From an optimization exercise on the open Yosys and OpenROAD flow, aimed at small area, a short achievable clock period and few clock cycles per item; shortcuts taken in it are not production practice. Only simulation tests tie the RTL to the original design; equivalence was not proved.

==> flow/design.v <==
package raster_fixed_pkg;
    typedef logic signed [32-1:0] coord_t;
    typedef logic signed [32-1:0] area_t;
    typedef logic signed [2*32-1:0] prod_t;
    localparam coord_t SCREEN_MAX_X =
        coord_t'(640 * (1 << 16));
    localparam coord_t SCREEN_MAX_Y =
        coord_t'(360 * (1 << 16));
endpackage
package raster_setup_pkg;
    typedef enum logic [2:0] {
        IDLE,
        AREA,
        EDGE0,
        EDGE1,
        EDGE2,
        DONE
    } setup_state_t;
    localparam int AXIS_X = 0;
    localparam int AXIS_Y = 1;
endpackage
`timescale 1ns/1ps
module bbox_clamp (
    input  logic [31:0] i_v0_x,
    input  logic [31:0] i_v0_y,
    input  logic [31:0] i_v1_x,
    input  logic [31:0] i_v1_y,
    input  logic [31:0] i_v2_x,
    input  logic [31:0] i_v2_y,
    output logic [31:0] o_tl_x,
    output logic [31:0] o_tl_y,
    output logic [31:0] o_br_x,
    output logic [31:0] o_br_y,
    output logic        o_valid
);
    localparam logic signed [31:0] MAX_X = 32'sd640 <<< 16;
    localparam logic signed [31:0] MAX_Y = 32'sd360 <<< 16;
    function automatic logic [31:0] min3(input logic signed [31:0] a,
                                         input logic signed [31:0] b,
                                         input logic signed [31:0] c);
        logic signed [31:0] m;
        m = (a < b) ? a : b;
        min3 = (m < c) ? m : c;
    endfunction
    function automatic logic [31:0] max3(input logic signed [31:0] a,
                                         input logic signed [31:0] b,
                                         input logic signed [31:0] c);
        logic signed [31:0] m;
        m = (a > b) ? a : b;
        max3 = (m > c) ? m : c;
    endfunction
    function automatic logic [31:0] clamp(input logic signed [31:0] v,
                                          input logic signed [31:0] hi);
        if (v < 0)       clamp = '0;
        else if (v > hi) clamp = hi;
        else             clamp = v;
    endfunction
    logic signed [31:0] s_tl_x, s_tl_y, s_br_x, s_br_y;
    always_comb begin
        o_tl_x  = clamp(min3(i_v0_x, i_v1_x, i_v2_x), MAX_X);
        o_tl_y  = clamp(min3(i_v0_y, i_v1_y, i_v2_y), MAX_Y);
        o_br_x  = clamp(max3(i_v0_x, i_v1_x, i_v2_x), MAX_X);
        o_br_y  = clamp(max3(i_v0_y, i_v1_y, i_v2_y), MAX_Y);
        s_tl_x  = o_tl_x;
        s_tl_y  = o_tl_y;
        s_br_x  = o_br_x;
        s_br_y  = o_br_y;
        o_valid = (s_tl_x < s_br_x) && (s_tl_y < s_br_y);
    end
endmodule
module edge_function_unit (
    input  logic [31:0] i_a_x,
    input  logic [31:0] i_a_y,
    input  logic [31:0] i_b_x,
    input  logic [31:0] i_b_y,
    input  logic [31:0] i_p_x,
    input  logic [31:0] i_p_y,
    output logic [59:0] o_value
);
    localparam logic [59:0] K = 60'h555555608000000;
    logic [31:0] edx, edy, pdx, pdy;
    assign edx = i_b_x - i_a_x;
    assign edy = i_b_y - i_a_y;
    assign pdx = i_p_x - i_a_x;
    assign pdy = i_p_y - i_a_y;
    logic [59:0] rows [32];
    logic [59:0] negs [2];
    genvar k, i;
    generate
        for (k = 0; k < 2; k++) begin : g_prod
            logic [31:0] x, y;
            assign x = (k == 0) ? pdx : pdy;
            assign y = (k == 0) ? edy : edx;
            for (i = 0; i < 16; i++) begin : g_row
                logic y0, y1, ym, one, two, neg;
                logic [32:0] mag, pp;
                assign ym  = (i == 0) ? 1'b0 : y[2*i-1];
                assign y0  = y[2*i];
                assign y1  = y[2*i+1];
                assign one = y0 ^ ym;
                assign two = (y1 & ~y0 & ~ym) | (~y1 & y0 & ym);
                assign neg = y1 ^ (k == 1);
                assign mag = one ? {x[31], x} : (two ? {x, 1'b0} : 33'd0);
                assign pp  = mag ^ {33{neg}};
                assign rows[16*k+i] = 60'({~pp[32], pp[31:0]}) << (2*i);
                assign negs[k][2*i]   = neg;
                assign negs[k][2*i+1] = 1'b0;
            end
            assign negs[k][59:32] = '0;
        end
    endgenerate
    always_comb begin
        o_value = K + negs[0] + negs[1];
        for (int j = 0; j < 32; j++) o_value = o_value + rows[j];
    end
endmodule
`timescale 1ns/1ps
module edge_step (
    input  logic [31:0] i_a,
    input  logic [31:0] i_b,
    output logic [31:0] o_step
);
    logic [31:0] t;
    assign t      = i_b + ~i_a + 32'd2049;   
    assign o_step = {{12{t[31]}}, t[31:12]};
endmodule
`timescale 1ns/1ps
module triangle_setup_top (
    input  logic        clk,
    input  logic        rstn,
    input  logic [31:0] i_v0_x,
    input  logic [31:0] i_v0_y,
    input  logic [31:0] i_v1_x,
    input  logic [31:0] i_v1_y,
    input  logic [31:0] i_v2_x,
    input  logic [31:0] i_v2_y,
    input  logic        i_dv,
    input  logic        i_ready,
    output logic        o_ready,
    output logic [31:0] o_bb_tl_x,
    output logic [31:0] o_bb_tl_y,
    output logic [31:0] o_bb_br_x,
    output logic [31:0] o_bb_br_y,
    output logic [31:0] o_edge_val0,
    output logic [31:0] o_edge_val1,
    output logic [31:0] o_edge_val2,
    output logic [31:0] o_edge_delta0_x,
    output logic [31:0] o_edge_delta0_y,
    output logic [31:0] o_edge_delta1_x,
    output logic [31:0] o_edge_delta1_y,
    output logic [31:0] o_edge_delta2_x,
    output logic [31:0] o_edge_delta2_y,
    output logic [31:0] o_area,
    output logic        o_dv,
    output logic        o_culled
);
    localparam logic [2:0] S_IDLE = 3'd0;   
    localparam logic [2:0] S_CHK  = 3'd1;   
    localparam logic [2:0] S_E1   = 3'd2;   
    localparam logic [2:0] S_E2   = 3'd3;   
    localparam logic [2:0] S_RES  = 3'd4;   
    logic        in_v;
    logic [31:0] in_x0, in_y0, in_x1, in_y1, in_x2, in_y2;
    logic [2:0]  st;
    logic [31:0] w_x0, w_y0, w_x1, w_y1, w_x2, w_y2;
    logic [31:0] tl_x, tl_y, br_x, br_y;
    logic        bb_ok;
    logic        wide;
    logic [31:0] area_h, e0_h, e1_h, e2_h;
    logic signed [31:0] area_s;
    logic [29:0] lo;
    logic        cull, a_free, a_fire, accept;
    logic        do_e0, do_e1, do_e2;
    assign area_s = area_h;
    assign cull   = (area_s <= 32'sd1) || !bb_ok;
    assign a_free = (st == S_IDLE) || (st == S_CHK && cull);
    assign a_fire = in_v && a_free;
    assign do_e0  = (st == S_CHK) && !cull;
    assign do_e1  = (st == S_E1);
    assign do_e2  = (st == S_E2);
    assign o_ready = !in_v || a_free;
    assign accept  = rstn && i_dv && o_ready;
    logic [31:0] u_ax, u_ay, u_bx, u_by, u_px, u_py;
    logic [59:0] u_val;
    always_comb begin
        u_ax = ({32{a_fire}} & in_x0) | ({32{do_e0}} & w_x0) | ({32{do_e1}} & w_x1) | ({32{do_e2}} & w_x2);
        u_ay = ({32{a_fire}} & in_y0) | ({32{do_e0}} & w_y0) | ({32{do_e1}} & w_y1) | ({32{do_e2}} & w_y2);
        u_bx = ({32{a_fire}} & in_x1) | ({32{do_e0}} & w_x1) | ({32{do_e1}} & w_x2) | ({32{do_e2}} & w_x0);
        u_by = ({32{a_fire}} & in_y1) | ({32{do_e0}} & w_y1) | ({32{do_e1}} & w_y2) | ({32{do_e2}} & w_y0);
        u_px = a_fire ? in_x2 : tl_x;
        u_py = a_fire ? in_y2 : tl_y;
    end
    edge_function_unit efu (
        .i_a_x   (u_ax),
        .i_a_y   (u_ay),
        .i_b_x   (u_bx),
        .i_b_y   (u_by),
        .i_p_x   (u_px),
        .i_p_y   (u_py),
        .o_value (u_val)
    );
    logic [31:0] bb_tl_x, bb_tl_y, bb_br_x, bb_br_y;
    logic        bb_valid;
    bbox_clamp bbox (
        .i_v0_x  (in_x0),
        .i_v0_y  (in_y0),
        .i_v1_x  (in_x1),
        .i_v1_y  (in_y1),
        .i_v2_x  (in_x2),
        .i_v2_y  (in_y2),
        .o_tl_x  (bb_tl_x),
        .o_tl_y  (bb_tl_y),
        .o_br_x  (bb_br_x),
        .o_br_y  (bb_br_y),
        .o_valid (bb_valid)
    );
    logic in_wide;
    assign in_wide = (in_x0[31] ^ in_x0[30]) | (in_y0[31] ^ in_y0[30]) |
                     (in_x1[31] ^ in_x1[30]) | (in_y1[31] ^ in_y1[30]) |
                     (in_x2[31] ^ in_x2[30]) | (in_y2[31] ^ in_y2[30]);
    always_ff @(posedge clk) begin
        if (accept) begin
            in_x0 <= i_v0_x;
            in_y0 <= i_v0_y;
            in_x1 <= i_v1_x;
            in_y1 <= i_v1_y;
            in_x2 <= i_v2_x;
            in_y2 <= i_v2_y;
        end
        if (a_fire) begin
            w_x0   <= in_x0;
            w_y0   <= in_y0;
            w_x1   <= in_x1;
            w_y1   <= in_y1;
            w_x2   <= in_x2;
            w_y2   <= in_y2;
            tl_x   <= bb_tl_x;
            tl_y   <= bb_tl_y;
            br_x   <= bb_br_x;
            br_y   <= bb_br_y;
            bb_ok  <= bb_valid;
            wide   <= in_wide;
            area_h <= u_val[59:28];
            lo     <= {2'b00, u_val[27:0]};
        end
        if (do_e0) begin
            e0_h <= u_val[59:28];
            lo   <= lo - {2'b00, u_val[27:0]};
        end
        if (do_e1) begin
            e1_h <= u_val[59:28];
            lo   <= lo - {2'b00, u_val[27:0]};
        end
        if (do_e2) begin
            e2_h <= u_val[59:28];
        end
    end
    always_ff @(posedge clk) begin
        if (!rstn) begin
            in_v     <= 1'b0;
            st       <= S_IDLE;
            o_dv     <= 1'b0;
            o_culled <= 1'b0;
        end else begin
            in_v     <= accept || (in_v && !a_fire);
            o_dv     <= 1'b0;
            o_culled <= 1'b0;
            case (st)
                S_CHK: begin
                    if (cull) begin
                        o_culled <= 1'b1;
                        st       <= a_fire ? S_CHK : S_IDLE;
                    end else begin
                        st <= S_E1;
                    end
                end
                S_E1: begin
                    if (wide) begin
                        st <= S_E2;
                    end else if (i_ready) begin
                        o_dv <= 1'b1;
                        st   <= S_IDLE;
                    end else begin
                        st <= S_RES;
                    end
                end
                S_E2, S_RES: begin
                    if (i_ready) begin
                        o_dv <= 1'b1;
                        st   <= S_IDLE;
                    end else begin
                        st <= S_RES;
                    end
                end
                default: begin
                    st <= a_fire ? S_CHK : S_IDLE;
                end
            endcase
        end
    end
    assign o_bb_tl_x   = tl_x;
    assign o_bb_tl_y   = tl_y;
    assign o_bb_br_x   = br_x;
    assign o_bb_br_y   = br_y;
    assign o_area      = area_h;
    assign o_edge_val0 = e0_h;
    assign o_edge_val1 = e1_h;
    assign o_edge_val2 = wide ? e2_h : (area_h - e0_h - e1_h + {{30{lo[29]}}, lo[29:28]} + 32'd1);
    edge_step st0x (.i_a(w_y0), .i_b(w_y1), .o_step(o_edge_delta0_x));
    edge_step st0y (.i_a(w_x1), .i_b(w_x0), .o_step(o_edge_delta0_y));
    edge_step st1x (.i_a(w_y1), .i_b(w_y2), .o_step(o_edge_delta1_x));
    edge_step st1y (.i_a(w_x2), .i_b(w_x1), .o_step(o_edge_delta1_y));
    edge_step st2x (.i_a(w_y2), .i_b(w_y0), .o_step(o_edge_delta2_x));
    edge_step st2y (.i_a(w_x0), .i_b(w_x2), .o_step(o_edge_delta2_y));
endmodule
==> flow/run.sh <==
#!/bin/bash
# synth_recipe.tcl (not shown) runs the flow's synth.tcl, then flattens the netlist and writes it again
# the make line also repeats each setting of config.mk as NAME=value (left out here)
make -C /OpenROAD-flow-scripts/flow DESIGN_CONFIG=/design/flow/config.mk WORK_HOME=/design/flow/orfs CLKGATE_MAP_FILE= SYNTH_SCRIPT=/design/flow/synth_recipe.tcl finish
==> flow/config.mk <==
export PLATFORM = sky130hd
export DESIGN_NAME = triangle_setup_top
export DESIGN_NICKNAME = triangle_setup_top
export VERILOG_FILES = /design/flow/design.v
export SDC_FILE = /design/flow/constraint.sdc
export NUM_CORES = 4
export LEC_CHECK = 0
export CAP_MARGIN = 20
export CORE_MARGIN = 2
export CORE_UTILIZATION = 40
export PLACE_DENSITY = 0.6
export SLEW_MARGIN = 20
==> flow/constraint.sdc <==
create_clock -name core_clock -period 15.0 [get_ports {clk}]
set_input_delay 3.0000 -clock core_clock [delete_from_list [all_inputs] [get_ports {clk}]]
set_output_delay 3.0000 -clock core_clock [all_outputs]
set_load 0.01 [all_outputs]
==> run notes <==
-- kinds of logic after synthesis --
| logic type | Yosys count | synth area share [%] |
|---|---|---|
| AO/OA/AOI/OAI | 5146 | 29.1 |
| buffers and inverters | 2627 | 9.15 |
| adder cells (fa/ha/maj) | 2063 | 30.0 |
| AND/OR/NAND/NOR | 2040 | 8.51 |
| flip-flops | 674 | 18.2 |
| XOR/XNOR | 506 | 4.02 |
| multiplexers | 115 | 1.09 |
| other | 2 | 0.00676 |
-- metal layers --
metal | vias to the layer above | global-route usage [%] | wire length [um]
met5 | - | 0 | 57
met4 | 8 | 26.0 | 47100
met3 | 1414 | 9.12 | 66000
met2 | 8037 | 55.5 | 227000
met1 | 55500 | 50.0 | 213000
li1 | 50300 | - | -
-- worst max-delay path by stage --
stage	end	cells after the start
6_report	e1_h[30]	60
5_1_grt	e0_h[31]	66
4_1_cts	e1_h[30]	60
3_5_place_dp	e1_h[30]	59
3_3_place_gp	e0_h[30]	56
2_1_floorplan	area_h[30]	43
-- layout make-up --
type,count,share of cell area [%]
Tap cell,3705,3.41
Inverter,1349,3.73
Timing Repair Buffer,2295,14.8
Multi-Input combinational cell,9918,61.2
Antenna cell,4,0.00737
Clock buffer,91,1.52
Sequential cell,674,14.9
Clock inverter,58,0.480
-- synth_stat cells (all sizes together), types with 144 or more instances --
cell type / number
a21oi: 1431
o21ai: 1420
inv: 1343
clkbuf: 1123
ha: 1036
fa: 1006
edfxtp: 668
nor2: 621
o22ai: 587
nand2: 580
o221ai: 471
xnor2: 329
a21o: 185
nor3: 178
xor2: 175
buf: 155
nand3: 154
a221oi: 146
a22oi: 144
-- what timing repair did --
action	CTS	global route
resized for setup	12	91
setup endpoints to repair	32	62
pin swaps	3	15
cloned	0	0
buffers inserted	1	7
hold buffers	0	0
-- metrics by stage --
step                      setup WS (ns)  std cells  hold slack [ns]
final                             0.364      18100            0.485
after global routing            -0.0608      18100            0.499
after CTS                        0.0320      18100            0.485
after detailed placement         -0.337      17900            0.469
after global placement           -0.200      17900            0.465
after floorplan                   0.343      13200            0.424
-- critical path, delay by kind of cell (launching register included) --
kind | cells | cell delay (ns)
buf+inv | 16 | 2.15
fa+ha+maj | 11 | 4.94
simple gates | 8 | 1.85
flops | 1 | 0.41
xor+xnor | 1 | 0.11
compound gates | 24 | 4.85
-- flip-flops by register name (all words and copies together), names as in the netlist, 31 cells and up --
register  flops
area_h       32
e0_h         32
e1_h         32
e2_h         32
in_x0        32
in_x1        32
in_x2        32
in_y0        32
in_y1        32
in_y2        32
w_x0         32
w_x1         32
w_x2         32
w_y0         32
w_y1         32
w_y2         32
br_x         31
br_y         31
tl_x         31
tl_y         31
==> impl_results.md <==
* Slew Limit Headroom at 18.8%
* Port buffer count at 642
* Worst-margin pin slew at 1.21 ns
* Mapped Cells at 13200
* Total Routed Length at 553000 um
* DP HPWL at 449000 um
* Status: timing/DRC/antenna clean
* Area of the multi-input gates at 83200 um2
* Io pins at 647
* Vias at 115000
* Final hold viol count at 0
* Clock buffer depth at 3
* Hold EP: w_x1[25]
* DRT iter0 DRCs at 16800
* Max incr delay on CP at 0.72 ns
* Fin Setup TNS at 0 ns
* GR Overflow Total at 0
* Hold Path Cell Cnt at 0
* H-tree depth at 3
* Post-synth cell types at 97
* Total clock sinks at 674
* Post-route cell area at 136000 um2
* CTS tree: yes
* Clk pin slew, worst setup/hold paths at 0.06 ns
* Core Region at 276000 um2
* Die area at 282000 um2
* Synth Cell Area at 111000 um2
* Crit end category: flop
* # DRC at 0
* Crit-path slowest cell: or4_4
* Area grow syn2layout at 22.3%
* Worst Hold Class: reg -> reg
* Critical path class: reg -> reg
* Layout cells sized above 1 at 15.1%
* Register area at 20200 um2
* Ys flop type: edfxtp_1
* Yosys warning count at 5
* Required time of the critical path at 15.50 ns
* First-pass GRT wire length at 788000 um
* Standard-cell rows at 193
* Die Y at 531 um
* Die X at 531 um
* Most frequent CP cell: buf_4
* Worst Min Path Start: in_x1[25]
* Fmax at 0.0683 GHz
* Max-slew violations at 0
* Reg2reg start: area_h[29]
* Num CTS Buffers at 81
* R2R cell count at 60
* Clk root buf: clkbuf_16
* Number of global-route vias before repair at 109000
* Initial antenna violation count at 14
* Global-route usage over all layers at 38.2%
* WL/cell at 30.6 um
* Final core utilization at 49.2%
* Biggest area consumer among synthesized cells: fa_1
* Worst reg2reg path endpoint: e1_h[30]
* Post-DP Area at 133000 um2
* Total iterations of the first detailed-routing run at 14
* Setup violators final at 0
* FF+latch count, synth at 674
* Largest net degree at the start of global routing at 77
* Max Cap Violations at 0
* CP Max Fanout at 40
* Final period util at 97.6%
* Top cells by area, synth: fa_1, edfxtp_1, ha_1, a21oi_1, o21ai_0
* Filler cells at 26600
* CP arrival at 15.14 ns
* Placer Congestion at 1.09
* Number of synthesized flops with an enable pin at 668
* Clk latency of the worst-skew pair at 0.77 ns
* Average cell area after synthesis at 8.43 um2
* Setup crit start kind: flop
* Nets at 16600
* Sequential area share after synthesis at 18.2%
* R2R Setup Slk at 0.36 ns
* Commonest non-fill, non-tap cell in the layout: buf_4
* Async SR Flop Fraction at 0%
* Initial core utilization at 40.2%
* Top cell type's share of synthesized area at 18.1%
* Post-route ant nets at 0
* Critical path startpoint: area_h[29]
* Crit path time final at 14.64 ns
* Vias per Instance at 6.37
* Worst Skew at 0.0558 ns
* Commonest non-fill, non-tap cells in the layout: buf_4, a21oi_1, o21ai_0, inv_1, ha_1
Testbench counts, summed over its fixed seeds: cycles 5,931, items 3,200.

-- re-timing with driven ports --
The flow's constraints put no driver on any port. The routed layout listed below was extracted and timed again, unchanged, in two steps.
Step 1 (the two cells are an assumption about what drives the block):
set clk [get_ports {clk}]
set_driving_cell -lib_cell sky130_fd_sc_hd__clkbuf_16 $clk
set_driving_cell -lib_cell sky130_fd_sc_hd__buf_2 [delete_from_list [all_inputs] $clk]
Step 2 times the ports against the registers' clock, not the clock port: input delays grow and output delays shrink by t, the midpoint of the rising clock arrivals with the driver on.
Three values: ideal ports, drivers, drivers and shift; two values: the first two.
shift t [ns]: 0.844
setup WS [ns]: 0.364 / 0.364 / 0.364
worst register clock-pin slew, ns: 0.09 / 0.09
After both steps setup and hold are still met in this run. For this run, drivers alone change the setup slack by 0.000 ns; drivers and shift together by 0.000 ns.
